This design comes from an exercise in tuning for small area and a short achievable clock period on the open sky130 flow, not from production work. In this exercise RTL edits were held to simulation tests only and were not proved equivalent to the original. The clock port is modelled as an ideal driver; clocking choices that lean on that would not hold on a real chip. Power and IR drop assume default switching activity.

## west
// multiport_register_file
module multiport_register_file #(
  parameter int A_WIDTH  = 4,
  parameter int D_WIDTH  = 32,
  parameter int N_RD     = 2,
  parameter int N_WR     = 2,
  parameter int TRIG_REG = 5,
  parameter int MON_REG  = 10
) (
  input  logic                      CLK,
  input  logic                      RST,
  input  logic                      trigger,
  input  logic [N_WR-1:0]           WE,
  input  logic [N_WR*A_WIDTH-1:0]   WA,
  input  logic [N_WR*D_WIDTH-1:0]   WD,
  input  logic [N_RD*A_WIDTH-1:0]   RA,
  output logic [N_RD*D_WIDTH-1:0]   RD,
  output logic [N_RD-1:0]           RBUSY,
  input  logic                      ALLOC,
  input  logic [A_WIDTH-1:0]        ALLOC_A,
  output logic [D_WIDTH-1:0]        a0
);
  localparam int DEPTH = 2 ** A_WIDTH;
  logic [D_WIDTH-1:0] regs  [DEPTH];
  logic [D_WIDTH-1:0] dn    [DEPTH];    
  logic [DEPTH-1:0]   valid;
  logic [DEPTH-1:0]   busy;
  logic [DEPTH-1:0]   h1, h0, ld, s1, s0, sh, kv;
  logic [D_WIDTH-1:0] wd1, wd0;
  assign wd1 = WD[D_WIDTH +: D_WIDTH];
  assign wd0 = WD[0 +: D_WIDTH];
  for (genvar r = 1; r < DEPTH; r++) begin : g_w
    logic t;
    assign h1[r] = WE[1] && (WA[A_WIDTH +: A_WIDTH] == A_WIDTH'(r));
    assign h0[r] = WE[0] && (WA[0 +: A_WIDTH] == A_WIDTH'(r));
    assign t     = (r == TRIG_REG) ? trigger : 1'b0;
    assign s1[r] = h1[r] & ~t;
    assign s0[r] = h0[r] & ~h1[r] & ~t;
    assign sh[r] = ~h1[r] & ~h0[r] & ~t;
    assign ld[r] = h1[r] | h0[r] | t;
    assign kv[r] = sh[r] & ((r == MON_REG) ? 1'b1 : valid[r]);
    for (genvar b = 0; b < D_WIDTH; b++) begin : g_b
      if (r == TRIG_REG && b == 0) begin : g_t
  ...
==> flow/config.mk <==
export PLATFORM = sky130hd
export DESIGN_NAME = multiport_register_file
export DESIGN_NICKNAME = multiport_register_file
export VERILOG_FILES = /design/flow/design.v
export SDC_FILE = /design/flow/constraint.sdc
export NUM_CORES = 4
export LEC_CHECK = 0
export CAP_MARGIN = 20
export CORE_MARGIN = 2
export CORE_UTILIZATION = 35
export CTS_BUF_LIST = sky130_fd_sc_hd__clkbuf_4 sky130_fd_sc_hd__clkbuf_8
export PLACE_DENSITY = 0.4
export SETUP_SLACK_MARGIN = 2.0
export SLEW_MARGIN = 20
export SYNTH_HIERARCHICAL = 1
export SYNTH_MINIMUM_KEEP_SIZE = 0
==> flow/constraint.sdc <==
create_clock -name core_clock -period 7.5 [get_ports {CLK}]
set_input_delay 1.5000 -clock core_clock [delete_from_list [all_inputs] [get_ports {CLK}]]
set_output_delay 1.5000 -clock core_clock [all_outputs]
set_load 0.01 [all_outputs]
standard.sh (not shown) runs the stock make flow with config.mk's settings and CLKGATE_MAP_FILE= SYNTH_SCRIPT=/design/flow/synth_recipe.tcl, a recipe that flattens the netlist after the stock synthesis.
==> flow/flow/run.sh <==
#!/bin/bash
# Standard layout, with plain buffers on the ports instead of the delay
# buffers buffer_ports picks by default.
set -uo pipefail
bash standard.sh "BUFFER_PORTS_ARGS=-buffer_cell sky130_fd_sc_hd__buf_2" finish > standard_flow.log 2>&1
west did not stop at any stage, and its layout met the timing, design-rule and antenna checks.
diff inputs: west => east
# west
export LEC_CHECK = 0
export CAP_MARGIN = 20
export CORE_MARGIN = 2
export CORE_UTILIZATION = 35
export CTS_BUF_LIST = sky130_fd_sc_hd__clkbuf_4 sky130_fd_sc_hd__clkbuf_8
export PLACE_DENSITY = 0.4
export SETUP_SLACK_MARGIN = 2.0
export SLEW_MARGIN = 20
export SYNTH_HIERARCHICAL = 1
export SYNTH_MINIMUM_KEEP_SIZE = 0
create_clock -name core_clock -period 7.5 [get_ports {CLK}]
# east
export LEC_CHECK = 0
export CAP_MARGIN = 20
export CORE_MARGIN = 2
export CORE_UTILIZATION = 30
export PLACE_DENSITY = 0.35
export SLEW_MARGIN = 20
export SYNTH_HIERARCHICAL = 1
export SYNTH_MINIMUM_KEEP_SIZE = 0
create_clock -name core_clock -period 7.5 [get_ports {CLK}]
==> flow/run.sh (new file) <==
#!/bin/bash
# synth_recipe.tcl (not shown) runs the flow's synth.tcl, then flattens the netlist and writes it again
# the make line also repeats each setting of config.mk as NAME=value (left out here)
make -C /OpenROAD-flow-scripts/flow DESIGN_CONFIG=/design/flow/config.mk WORK_HOME=/design/flow/orfs CLKGATE_MAP_FILE= SYNTH_SCRIPT=/design/flow/synth_recipe.tcl finish
removed: flow/flow/run.sh
removed: flow/standard.sh
==> run summary <==
- The wire length on met1 in east was higher than what west gave.
- east vs. west: first-pass GRT wire length rose about 4.4%; final wirelength picked up an extra about 4%.
- east: done, clean on timing, DRC and antenna
- west ended with every stage complete and zero timing, DRC or antenna violations.
- sky130_fd_sc_hd__buf_4 as the master of the slowest instance on the critical path was reported by west, and sky130_fd_sc_hd__nor4_4 by east.

---

Setup of run A:
Another version of the RTL of multiport_register_file (not shown whole).
export LEC_CHECK = 0
export CAP_MARGIN = 20
export CORE_MARGIN = 2
export CORE_UTILIZATION = 35
export CTS_CLUSTER_DIAMETER = 80
export CTS_CLUSTER_SIZE = 20
export PLACE_DENSITY = 0.4
export SETUP_SLACK_MARGIN = 2.5
export SLEW_MARGIN = 20
export SYNTH_HIERARCHICAL = 1
export SYNTH_MINIMUM_KEEP_SIZE = 0
create_clock -name core_clock -period 7.5 [get_ports {CLK}]
==> flow/flow/run.sh <==
#!/bin/bash
# Standard layout with two changes: the synthesized netlist's logic cells are
# mapped to their smallest drive strength before floorplanning (the repair
# steps size them up where needed), and the ports get plain buffers.
set -euo pipefail
HERE=$(pwd)
ARGS=("BUFFER_PORTS_ARGS=-buffer_cell sky130_fd_sc_hd__buf_2")
bash standard.sh "${ARGS[@]}" synth > flow_synth.log 2>&1
RES=$HERE/orfs/results/$FLOW_PLATFORM/multiport_register_file/base
cp $RES/1_2_yosys.v $HERE/1_2_yosys.orig.v
python3 flow/downsize.py $FLOW_HOME/platforms/$FLOW_PLATFORM/lib/sky130_fd_sc_hd__tt_025C_1v80.lib $RES/1_2_yosys.v > flow_downsize.log 2>&1
rm -f $RES/1_synth.odb
touch $RES/1_2_yosys.v
bash standard.sh "${ARGS[@]}" finish > flow_finish.log 2>&1
==> flow/flow/downsize.py <==
#!/usr/bin/env python3
# Map every combinational cell in the synthesized netlist to the smallest
# drive strength of the same function; the flow's repair steps size up
# whatever the layout's loads and timing call for.
import re, sys
lib, netlist = sys.argv[1], sys.argv[2]
cells = set(re.findall(r'cell\s*\(\s*"?(sky130_fd_sc_hd__\w+?)"?\s*\)', open(lib).read()))
keep = ('df', 'sdf', 'edf', 'dl', 'buf', 'clk', 'conb', 'tap', 'fill', 'decap', 'probe', 'lpflow', 'inv')
def small(m):
    name, base, size = m.group(0), m.group(1), m.group(2)
    func = base[len('sky130_fd_sc_hd__'):]
    if func.startswith(keep):
        return name
    for s in ('1', '0'):
        if base + '_' + s in cells:
            return base + '_' + s if int(size) > int(s) else name
    return name
text = open(netlist).read()
new = re.sub(r'\b(sky130_fd_sc_hd__\w+?)_(\d+)\b(?=\s+\S+\s*\()', small, text)
open(netlist, 'w').write(new)
Relative to run A, the following input files were edited for run B:
- clearing CTS_CLUSTER_DIAMETER, which used to be 80
- clearing CTS_CLUSTER_SIZE, which used to be 20
==> flow/flow/run.sh <==
#!/bin/bash
# Standard layout with three changes: the synthesized netlist's logic cells are
# mapped to their smallest drive strength before floorplanning (the repair
# steps size them up where needed), the ports get plain buffers, and a second
# setup repair runs after clock tree synthesis.
set -euo pipefail
HERE=$(pwd)
ARGS=("BUFFER_PORTS_ARGS=-buffer_cell sky130_fd_sc_hd__buf_2" "POST_CTS_TCL=$HERE/flow/post_cts.tcl")
bash standard.sh "${ARGS[@]}" synth > flow_synth.log 2>&1
RES=$HERE/orfs/results/$FLOW_PLATFORM/multiport_register_file/base
cp $RES/1_2_yosys.v $HERE/1_2_yosys.orig.v
python3 flow/downsize.py $FLOW_HOME/platforms/$FLOW_PLATFORM/lib/sky130_fd_sc_hd__tt_025C_1v80.lib $RES/1_2_yosys.v > flow_downsize.log 2>&1
rm -f $RES/1_synth.odb
touch $RES/1_2_yosys.v
bash standard.sh "${ARGS[@]}" finish > flow_finish.log 2>&1
==> flow/flow/post_cts.tcl (new file) <==
# A second, longer setup repair after clock tree synthesis, aiming past the
# first pass's margin, then legalise the placement again.
repair_timing -setup -setup_margin 3.0 -repair_tns 100 -max_passes 10000 -verbose
detailed_placement
check_placement -verbose
--- outcome ---
Per the comparison of run B with run A, power spent charging and discharging nets higher; met1 usage in global routing higher. From run A to run B, worst setup skew after layout did not move at all.

[afterwards: timing with drivers on the ports]
Ports are ideal in the flow. The routed layouts listed here were re-timed in OpenROAD.
Step 1 assumes that a clkbuf_16 drives the clock port and a buf_2 every other input.
Step 2 moves the port delays by t, midway between the first and last clock arrival at a register: inputs arrive t later, outputs are due t later. That takes back most of the time a late clock gives input paths.
a / b / c = ideal ports / drivers / drivers and shift; a / b = the first two.
| run | t, ns | setup slack, ns | cell pins on the clock port's net |
|---|---|---|---|
| west | 0.760 | 1.964 / 1.942 / 1.942 | 1 |
| east | 0.684 | 0.498 / 0.470 / 0.470 | 1 |
| run A | 0.663 | 2.323 / 2.284 / 2.284 | 1 |
| run B | 0.721 | 2.541 / 2.453 / 2.007 | 1 |
After both steps every run listed still meets setup and hold. For run B, which loses most, drivers alone change the setup slack by -0.088 ns; drivers and shift together by -0.534 ns.
